Background: an optimization exercise with open tools, aiming at a short achievable clock period and few clock cycles per item. Do not read the settings as production practice. Where RTL was checked, it was by simulation tests only, not by an equivalence proof against the original. Power figures rest on the tool's default switching activity, not on a simulated workload.

## lc3Core
module lc3Core
#(
    parameter logic [15:0] resetPc = 16'h3000
)(
    input  logic         clk,
    input  logic         reset,
    input  logic [15:0]  memRData,
    output logic [15:0]  memAddr,
    output logic [15:0]  memWData,
    output logic         memWe,
    output logic [15:0]  pc,
    output logic         retire,
    output logic [127:0] regView,
    output logic [2:0]   nzp
);
Size in the first run: roughly 200 I/O pins, roughly 29000 sq um of cells after synthesis.
Settings: LEC_CHECK=0, ABC_CLOCK_PERIOD_IN_PS=1000, CAP_MARGIN=20, CORE_MARGIN=2, CORE_UTILIZATION=40, SLEW_MARGIN=20, SYNTH_HIERARCHICAL=1; clock period 8.0 ns.
standard.sh (not shown) runs the stock make flow with config.mk's settings and CLKGATE_MAP_FILE= SYNTH_SCRIPT=/design/flow/synth_recipe.tcl, a recipe that flattens the netlist after the stock synthesis.
==> flow/flow/run.sh <==
#!/bin/bash
set -euo pipefail
export SETUP_SLACK_MARGIN=6
bash standard.sh > standard.log 2>&1
Next try:
--- a/flow/design.v
+++ b/flow/design.v
@@ -165,28 +165,28 @@
     output logic [2:0]   nzp
 );
     logic        started;    
     logic [15:0] addrR;      
     logic [15:0] addrOut;    
     logic        weR;        
     logic [15:0] wdR;        
     logic        memCyc;     
     logic        ldCyc;      
     logic [2:0]  ldDr;       
-    logic [7:0]  ldWe;       
     logic [15:0] memNextPc;  
     logic [15:0] ir;         
     logic        irValid;
     logic [15:0] irAddr;
     logic [15:0] irPc1;      
     logic [15:0] pcRel;      
     logic        pcRelZ;     
+    logic        irTaken;    
     logic        irDefer;    
     logic [15:0] opA;        
     logic [15:0] opB;        
     logic [15:0] opS;        
     logic        useB;       
     logic        oOff6;      
     logic        oAdd, oAnd, oNot, oBr, oJmp, oPcMem, oStore, oLoad, oWb;
     logic        kAnd, kNot;   
     logic [7:0][15:0] regs;
     logic [7:0][15:0] regOut;
@@ -295,21 +295,21 @@
     lc3AndOr4 addrMx1 (.s0(execMem && oPcMem), .d0(pcRel),
                        .s1(execMem && !oPcMem), .d1(sum),
                        .s2(seqNext), .d2(fPc1),
                        .s3(!execMem && !seqNext), .d3(addrA0), .y(addrA1));
     lc3Mux16 addrMx2 (.sel(takeM),   .a(addrA1), .b(pcRel),  .y(addrA2));
     lc3Mux16 addrMx3 (.sel(take),    .a(addrA2), .b(fPcRel), .y(addrNext));
     logic [7:0][15:0] regsHold, regsNext;
     always_comb
     begin
         for (int i = 0; i < 8; i++)
-            regsHold[i] = ldWe[i] ? memRData : regs[i];
+            regsHold[i] = (memCyc && ldCyc && ldDr == 3'(i)) ? memRData : regs[i];
     end
     for (genvar i = 0; i < 8; i++)
     begin : gWr
         lc3Mux16 wrMux (.sel(weE && ir[11:9] == 3'(i)), .a(regsHold[i]), .b(result), .y(regsNext[i]));
     end
     logic [2:0] nzpRNext;
     assign nzpRNext = nzpNext;
     logic [15:0] preA, preB, preS, opANext, opBNext, opSNext;
     logic        bypA, bypB, bypS;
     always_comb
@@ -347,29 +347,26 @@
         begin
             started <= 1'b0;
             addrR   <= resetPc;
             weR     <= 1'b0;
             memCyc  <= 1'b0;
             ldCyc   <= 1'b0;
             irValid <= 1'b0;
             retireR <= 1'b0;
             regs    <= '0;
             nzpR    <= 3'b000;
-            ldWe    <= '0;
         end
         else
         begin
             started <= 1'b1;
             addrR   <= addrNext;
             regs    <= regsNext;
-            for (int i = 0; i < 8; i++)
-                ldWe[i] <= execMem && oLoad && ir[11:9] == 3'(i);
             nzpR    <= nzpRNext;
             memCyc  <= execMem;
             weR     <= execMem && oStore;
             ldCyc   <= execMem && oLoad;
             retireR <= memCyc || (exec && !(oLoad || oStore));
             if (!started)
                 irValid <= 1'b0;
             else if (memCyc)
             begin
                 if (stHit)
@@ -383,25 +380,29 @@
     begin
         addrOut <= addrNext;
         regOut  <= regsNext;
         nzpOut  <= nzpRNext;
         opA     <= opANext;
         opB     <= opBNext;
         opS     <= opSNext;
         if (memCyc)
             pcR <= memNextPc;
         else if (exec && !(oLoad || oStore))
-            pcR <= redirect ? (oJmp ? opA : pcRel) : oBr ? addrR : irPc1;
+            pcR <= redirect ? (oJmp ? opA : pcRel) : (oBr && irTaken) ? pcRel : irPc1;
         if (memCyc)
+        begin
+            irTaken <= mTaken;
             irDefer <= 1'b0;
+        end
         else
         begin
+            irTaken <= take;
             irDefer <= weE;
             ir      <= memRData;
             irAddr  <= addrR;
             irPc1   <= fPc1;
             pcRel   <= fPcRel;
             pcRelZ  <= {{7{memRData[8]}}, memRData[8:0]} == ~addrR;
         end
         oAdd    <= dOp == 4'b0001;
         oAnd    <= dOp == 4'b0101;
         oNot    <= dOp == 4'b1001;
Clock-buffer cell count stays the same.
Register-to-register slack improved by 150 ps.
Die area goes down slightly.
Power went down slightly.
Combinational power went down by a few percent.
Worst hold slack is about the same.
Non-clock buffer count rose by 48.
Cell area grows slightly.
Sequential power drops slightly.
Clock power is about the same.
Via count increases by a few percent.
Testbench counts after the change, summed over its fixed seeds: cycles 44,773, instructions 32,000.
Function not checked in the first run of this note: the RTL went through the layout flow alone.

The RTL this note starts from:
==> flow/design.v <==
`timescale 1ns/100ps
module lc3Mux16
(
    input  logic        sel,
    input  logic [15:0] a,
    input  logic [15:0] b,
    output logic [15:0] y
);
    assign y = sel ? b : a;
endmodule
module lc3MuxN
#(
    parameter int W = 7
)(
    input  logic         sel,
    input  logic [W-1:0] a,
    input  logic [W-1:0] b,
    output logic [W-1:0] y
);
    assign y = sel ? b : a;
endmodule
module lc3AddKs
#(
    parameter int W   = 16,
    parameter bit CIN = 1'b0
)(
    input  logic [W-1:0] a,
    input  logic [W-1:0] b,
    output logic [W-1:0] s,
    output logic         cout
);
    localparam int L = (W > 8) ? 4 : (W > 4) ? 3 : (W > 2) ? 2 : 1;
    logic [W-1:0] p0, g [0:L], p [0:L];
    assign p0 = a ^ b;
    always_comb
    begin
        g[0] = a & b;
        p[0] = p0;
        g[0][0] = (a[0] & b[0]) | (p0[0] & CIN);  
        for (int l = 0; l < L; l++)
        begin
            for (int i = 0; i < W; i++)
            begin
                if (i >= (1 << l))
                begin
                    g[l+1][i] = g[l][i] | (p[l][i] & g[l][i - (1 << l)]);
                    p[l+1][i] = p[l][i] & p[l][i - (1 << l)];
                end
                else
                begin
                    g[l+1][i] = g[l][i];
                    p[l+1][i] = p[l][i];
                end
            end
        end
        s    = p0 ^ {g[L][W-2:0], CIN};
        cout = g[L][W-1];
    end
endmodule
module lc3SumZero
(
    input  logic [15:0] a,
    input  logic [15:0] b,
    output logic        z
);
    assign z = &(~(a ^ b ^ {a[14:0] | b[14:0], 1'b0}));
endmodule
module lc3Mux1
(
    input  logic sel,
    input  logic a,
    input  logic b,
    output logic y
);
    assign y = sel ? b : a;
endmodule
module lc3BrCond
(
    input  logic        oAdd,      
    input  logic        sumN,
    input  logic        sumZ,
    input  logic        otherN,
    input  logic        otherZ,
    input  logic        weE,       
    input  logic [2:0]  nzpR,      
    input  logic [3:0]  fOp,       
    input  logic [2:0]  fMask,
    input  logic        block,     
    input  logic        memCyc,
    input  logic        ldCyc,
    input  logic [15:0] ldData,
    input  logic        oBr,       
    input  logic [2:0]  irMask,
    input  logic        stHit,     
    output logic [2:0]  nzpNext,   
    output logic        mTaken,    
    output logic        takeM,     
    output logic        take       
);
    logic       n, z, pre, tR, tOther, tN, tZ, tP, tZP, ldZ, tMz, tMnz;
    logic [2:0] nzpE, nzpLd, nzpMem;
    assign n = oAdd ? sumN : otherN;
    assign z = oAdd ? sumZ : otherZ;
    assign nzpE   = weE ? {n, z, !n && !z} : nzpR;
    assign nzpLd  = ldData[15] ? 3'b100 : (ldData == 16'h0000) ? 3'b010 : 3'b001;
    assign nzpMem = ldCyc ? nzpLd : nzpR;
    assign nzpNext = memCyc ? nzpMem : nzpE;
    assign mTaken = oBr && |(irMask & nzpMem);
    assign ldZ  = ldData == 16'h0000;
    assign tMz  = memCyc && !stHit && oBr && (ldCyc ? irMask[1] : |(irMask & nzpR));
    assign tMnz = memCyc && !stHit && oBr && (ldCyc ? (ldData[15] ? irMask[2] : irMask[0]) : |(irMask & nzpR));
    lc3Mux1 takeMuxM (.sel(ldZ), .a(tMnz), .b(tMz), .y(takeM));
    assign pre    = !block && !memCyc && fOp == 4'b0000;
    assign tR     = |(fMask & nzpR);
    assign tOther = otherN ? fMask[2] : otherZ ? fMask[1] : fMask[0];
    assign tN = pre && (!weE ? tR : oAdd ? fMask[2] : tOther);
    assign tZ = pre && (!weE ? tR : oAdd ? fMask[1] : tOther);
    assign tP = pre && (!weE ? tR : oAdd ? fMask[0] : tOther);
    lc3Mux1 takeMuxZ (.sel(sumZ), .a(tP), .b(tZ), .y(tZP));
    lc3Mux1 takeMuxN (.sel(sumN), .a(tZP), .b(tN), .y(take));
endmodule
`timescale 1ns/100ps
module lc3Core
#(
    parameter logic [15:0] resetPc = 16'h3000
)(
    input  logic         clk,
    input  logic         reset,
    input  logic [15:0]  memRData,
    output logic [15:0]  memAddr,
    output logic [15:0]  memWData,
    output logic         memWe,
    output logic [15:0]  pc,
    output logic         retire,
    output logic [127:0] regView,
    output logic [2:0]   nzp
);
    logic        started;    
    logic [15:0] addrR;      
    logic [15:0] addrOut;    
    logic        weR;        
    logic [15:0] wdR;        
    logic        memCyc;     
    logic        ldCyc;      
    logic [2:0]  ldDr;       
    logic [15:0] memNextPc;  
    logic [15:0] ir;         
    logic        irValid;
    logic [15:0] irAddr;
    logic [15:0] irPc1;      
    logic [15:0] pcRel;      
    logic        pcRelZ;     
    logic        irTaken;    
    logic [15:0] opA;        
    logic [15:0] opB;        
    logic [15:0] opS;        
    logic        useB;       
    logic        oOff6;      
    logic        oAdd, oAnd, oNot, oBr, oJmp, oPcMem, oStore, oLoad, oWb;
    logic [7:0][15:0] regs;
    logic [7:0][15:0] regOut;
    logic [2:0]  nzpR;
    logic [2:0]  nzpOut;
    logic [15:0] pcR;
    logic        retireR;
    assign memAddr  = addrOut;
    assign memWData = wdR;
    assign memWe    = weR;
    assign pc       = pcR;
    assign retire   = retireR;
    assign regView  = regOut;
    assign nzp      = nzpOut;
    logic        exec, execMem, redirect, weE, stHit;
    logic [15:0] sum, other, result, ea;
    logic        sumZero, otherZero, sumCout;
    assign exec     = irValid && !memCyc;
    assign execMem  = exec && (oLoad || oStore);
    assign redirect = exec && oJmp;
    assign weE      = exec && oWb;
    lc3AddKs #(.W(16), .CIN(1'b0)) addSum (.a(opA), .b(opB), .s(sum), .cout(sumCout));
    lc3SumZero sumZero0 (.a(opA), .b(opB), .z(sumZero));
    always_comb
    begin
        other = pcRel;  
        if (oAnd)
            other = opA & opB;
        else if (oNot)
            other = ~opA;
    end
    logic [15:0] andV;
    logic        otherN;
    assign andV      = opA & opB;
    assign otherZero = oAnd ? andV == 16'h0000 : oNot ? opA == 16'hffff : pcRelZ;
    assign otherN    = oAnd ? andV[15] : oNot ? !opA[15] : pcRel[15];
    lc3Mux16 resMux (.sel(oAdd), .a(other), .b(sum), .y(result));
    assign stHit = weR && irValid && (addrR == irAddr);
    logic [3:0]  fOp;
    logic [2:0]  fS1, fS2, fSd;
    logic        fImm, fOff6;
    logic [15:0] fPc1, fPcRel;
    logic [2:0]  nzpNext;
    logic        take, takeM, mTaken;
    assign fOp   = memRData[15:12];
    assign fS1   = memRData[8:6];
    assign fS2   = memRData[2:0];
    assign fSd   = memRData[11:9];
    assign fOff6 = fOp == 4'b0110 || fOp == 4'b0111;
    assign fImm  = memRData[5];
    logic [3:0] dOp;
    logic       dImm, dOff6;
    assign dOp   = memCyc ? ir[15:12] : fOp;
    assign dImm  = memCyc ? ir[5] : fImm;
    assign dOff6 = dOp == 4'b0110 || dOp == 4'b0111;
    assign fPc1 = addrR + 16'd1;
    logic [6:0] hiM, hiP;
    logic       c9;
    assign hiM = addrR[15:9] - 7'd1;
    assign hiP = addrR[15:9] + 7'd1;
    lc3AddKs #(.W(9), .CIN(1'b1)) addPcRel (.a(addrR[8:0]), .b(memRData[8:0]), .s(fPcRel[8:0]), .cout(c9));
    logic [6:0] hiC0, hiC1;
    assign hiC0 = memRData[8] ? hiM : addrR[15:9];
    assign hiC1 = memRData[8] ? addrR[15:9] : hiP;
    lc3MuxN #(.W(7)) hiMux (.sel(c9), .a(hiC0), .b(hiC1), .y(fPcRel[15:9]));
    lc3BrCond brCond (
        .oAdd    (oAdd),
        .sumN    (sum[15]),
        .sumZ    (sumZero),
        .otherN  (otherN),
        .otherZ  (otherZero),
        .weE     (weE),
        .nzpR    (nzpR),
        .fOp     (fOp),
        .fMask   (fSd),
        .block   (execMem || redirect || !started),
        .memCyc  (memCyc),
        .ldCyc   (ldCyc),
        .ldData  (memRData),
        .oBr     (oBr),
        .irMask  (ir[11:9]),
        .stHit   (stHit),
        .nzpNext (nzpNext),
        .mTaken  (mTaken),
        .takeM   (takeM),
        .take    (take)
    );
    logic [15:0] addrA0, addrA1, addrA2, addrNext;
    always_comb
    begin
        if (!started)
            addrA0 = addrR;
        else if (memCyc)
            addrA0 = stHit ? irAddr : irPc1;
        else
            addrA0 = redirect ? opA : fPc1;
    end
    lc3Mux16 eaMux   (.sel(oPcMem),  .a(sum),    .b(pcRel),  .y(ea));
    lc3Mux16 addrMx1 (.sel(execMem), .a(addrA0), .b(ea),     .y(addrA1));
    lc3Mux16 addrMx2 (.sel(takeM),   .a(addrA1), .b(pcRel),  .y(addrA2));
    lc3Mux16 addrMx3 (.sel(take),    .a(addrA2), .b(fPcRel), .y(addrNext));
    logic [7:0][15:0] regsHold, regsNext;
    always_comb
    begin
        for (int i = 0; i < 8; i++)
            regsHold[i] = (memCyc && ldCyc && ldDr == 3'(i)) ? memRData : regs[i];
    end
    for (genvar i = 0; i < 8; i++)
    begin : gWr
        lc3Mux16 wrMux (.sel(weE && ir[11:9] == 3'(i)), .a(regsHold[i]), .b(result), .y(regsNext[i]));
    end
    logic [2:0] nzpRNext;
    assign nzpRNext = nzpNext;
    logic [15:0] preA, preB, preS, opANext, opBNext, opSNext;
    logic        bypA, bypB, bypS;
    always_comb
    begin
        if (memCyc)
        begin
            preA = (ldCyc && ldDr == ir[8:6]) ? memRData : regs[ir[8:6]];
            if (!useB)
                preB = oOff6 ? {{10{ir[5]}}, ir[5:0]} : {{11{ir[4]}}, ir[4:0]};
            else
                preB = (ldCyc && ldDr == ir[2:0]) ? memRData : regs[ir[2:0]];
            preS = (ldCyc && ldDr == ir[11:9]) ? memRData : regs[ir[11:9]];
        end
        else
        begin
            preA = regs[fS1];
            if (fOff6)
                preB = {{10{memRData[5]}}, memRData[5:0]};
            else if (fImm)
                preB = {{11{memRData[4]}}, memRData[4:0]};
            else
                preB = regs[fS2];
            preS = regs[fSd];
        end
    end
    assign bypA = !memCyc && weE && ir[11:9] == fS1;
    assign bypB = !memCyc && weE && !fOff6 && !fImm && ir[11:9] == fS2;
    assign bypS = !memCyc && weE && ir[11:9] == fSd;
    lc3Mux16 bypMxA (.sel(bypA), .a(preA), .b(result), .y(opANext));
    lc3Mux16 bypMxB (.sel(bypB), .a(preB), .b(result), .y(opBNext));
    lc3Mux16 bypMxS (.sel(bypS), .a(preS), .b(result), .y(opSNext));
    always_ff @(posedge clk or posedge reset)
    begin
        if (reset)
        begin
            started <= 1'b0;
            addrR   <= resetPc;
            weR     <= 1'b0;
            memCyc  <= 1'b0;
            ldCyc   <= 1'b0;
            irValid <= 1'b0;
            retireR <= 1'b0;
            regs    <= '0;
            nzpR    <= 3'b000;
        end
        else
        begin
            started <= 1'b1;
            addrR   <= addrNext;
            regs    <= regsNext;
            nzpR    <= nzpRNext;
            memCyc  <= execMem;
            weR     <= execMem && oStore;
            ldCyc   <= execMem && oLoad;
            retireR <= memCyc || (exec && !(oLoad || oStore));
            if (!started)
                irValid <= 1'b0;
            else if (memCyc)
            begin
                if (stHit)
                    irValid <= 1'b0;
            end
            else
                irValid <= !redirect;
        end
    end
    always_ff @(posedge clk)
    begin
        addrOut <= addrNext;
        regOut  <= regsNext;
        nzpOut  <= nzpRNext;
        opA     <= opANext;
        opB     <= opBNext;
        opS     <= opSNext;
        if (memCyc)
            pcR <= memNextPc;
        else if (exec && !(oLoad || oStore))
            pcR <= redirect ? opA : (oBr && irTaken) ? pcRel : irPc1;
        if (memCyc)
            irTaken <= mTaken;
        else
        begin
            irTaken <= take;
            ir      <= memRData;
            irAddr  <= addrR;
            irPc1   <= fPc1;
            pcRel   <= fPcRel;
            pcRelZ  <= {{7{memRData[8]}}, memRData[8:0]} == ~addrR;
        end
        oAdd    <= dOp == 4'b0001;
        oAnd    <= dOp == 4'b0101;
        oNot    <= dOp == 4'b1001;
        oWb     <= dOp == 4'b0001 || dOp == 4'b0101 || dOp == 4'b1001 || dOp == 4'b1110;
        oBr     <= dOp == 4'b0000;
        oJmp    <= dOp == 4'b1100;
        oPcMem  <= dOp == 4'b0010 || dOp == 4'b0011;
        oStore  <= dOp == 4'b0011 || dOp == 4'b0111;
        oLoad   <= dOp == 4'b0010 || dOp == 4'b0110;
        useB    <= !dOff6 && !dImm;
        oOff6   <= dOff6;
        wdR       <= opS;
        ldDr      <= ir[11:9];
        memNextPc <= irPc1;
    end
endmodule
clock: 8.0 ns
lec_check: 0
abc_clock_period_in_ps: 1000
cap_margin: 20
core_margin: 2
core_utilization: 40
setup_slack_margin: 5
slew_margin: 20
synth_hierarchical: 1
run.sh (not shown) runs the stock make flow with config.mk's settings and CLKGATE_MAP_FILE= SYNTH_SCRIPT=/design/flow/synth_recipe.tcl, a recipe that flattens the netlist after the stock synthesis.
Stock flow here: none of the scripts above is used.
The first run went through all stages and came out clean.
Testbench counts at the start, summed over its fixed seeds: cycles 43,484, instructions 32,000.
Then changed:
--- a/flow/design.v
+++ b/flow/design.v
@@ -98,5 +98,5 @@
     output logic        take       
 );
-    logic       n, z, pre, tR, tOther, tN, tZ, tP, tZP, ldZ, tMz, tMnz;
+    logic       n, z, pre, tR, tOther, tN, tZ, tP, tZP;
     logic [2:0] nzpE, nzpLd, nzpMem;
     assign n = oAdd ? sumN : otherN;
@@ -107,8 +107,5 @@
     assign nzpNext = memCyc ? nzpMem : nzpE;
     assign mTaken = oBr && |(irMask & nzpMem);
-    assign ldZ  = ldData == 16'h0000;
-    assign tMz  = memCyc && !stHit && oBr && (ldCyc ? irMask[1] : |(irMask & nzpR));
-    assign tMnz = memCyc && !stHit && oBr && (ldCyc ? (ldData[15] ? irMask[2] : irMask[0]) : |(irMask & nzpR));
-    lc3Mux1 takeMuxM (.sel(ldZ), .a(tMnz), .b(tMz), .y(takeM));
+    assign takeM  = memCyc && mTaken && !stHit;
     assign pre    = !block && !memCyc && fOp == 4'b0000;
     assign tR     = |(fMask & nzpR);
@@ -370,7 +367,10 @@
         useB    <= !dOff6 && !dImm;
         oOff6   <= dOff6;
-        wdR       <= opS;
-        ldDr      <= ir[11:9];
-        memNextPc <= irPc1;
+        if (execMem)
+        begin
+            wdR       <= opS;
+            ldDr      <= ir[11:9];
+            memNextPc <= irPc1;
+        end
     end
 endmodule
Result:
- die area rose slightly
- cell count increases slightly
- wire length climbs by a few percent
- area after synthesis rises slightly
- synthesized cell count climbs slightly
- clock skew grows by 0.0065 ns
- total power fell slightly
- register-to-register slack gets worse by 0.08 ns
- cell area grows by a few percent
- core utilization goes up by 0.11 points
Testbench counts after the change, summed over its fixed seeds: cycles 43,484, instructions 32,000.

[static timing again, ports no longer ideal]
The results above use ideal ports. As a check the final layouts listed here were re-extracted and re-timed, cells and wires unchanged. Step 1 assumes that a clkbuf_16 drives the clock port and a buf_2 every other input. Step 2 also shifts input and output timing later by t, the mid clock arrival at the registers, as if the neighbouring blocks saw the same clock. Three values: no drivers, after step 1, after step 2; two values: the first two.
| run | t (ns) | setup WS [ns] | hold slack, ns | slew at the worst register clock pin (ns) |
|---|---|---|---|---|
| the first run of note 1 | 0.689 | 5.015 / 4.987 / 4.298 | 0.325 / 0.325 / 0.325 | 0.07 / 0.07 |
| the second run of note 1 | 0.701 | 5.117 / 5.110 / 4.436 | 0.325 / 0.325 / 0.325 | 0.07 / 0.07 |
| the first run of note 2 | 0.677 | 4.920 / 4.920 / 4.285 | 0.325 / 0.325 / 0.325 | 0.07 / 0.07 |
| the second run of note 2 | 0.686 | 4.770 / 4.788 / 4.102 | 0.403 / 0.403 / 0.403 | 0.08 / 0.08 |
After both steps every run listed still meets setup and hold. The setup slack of the first run of note 1, which loses most, moves by -0.028 ns with the drivers and by -0.717 ns with both steps.
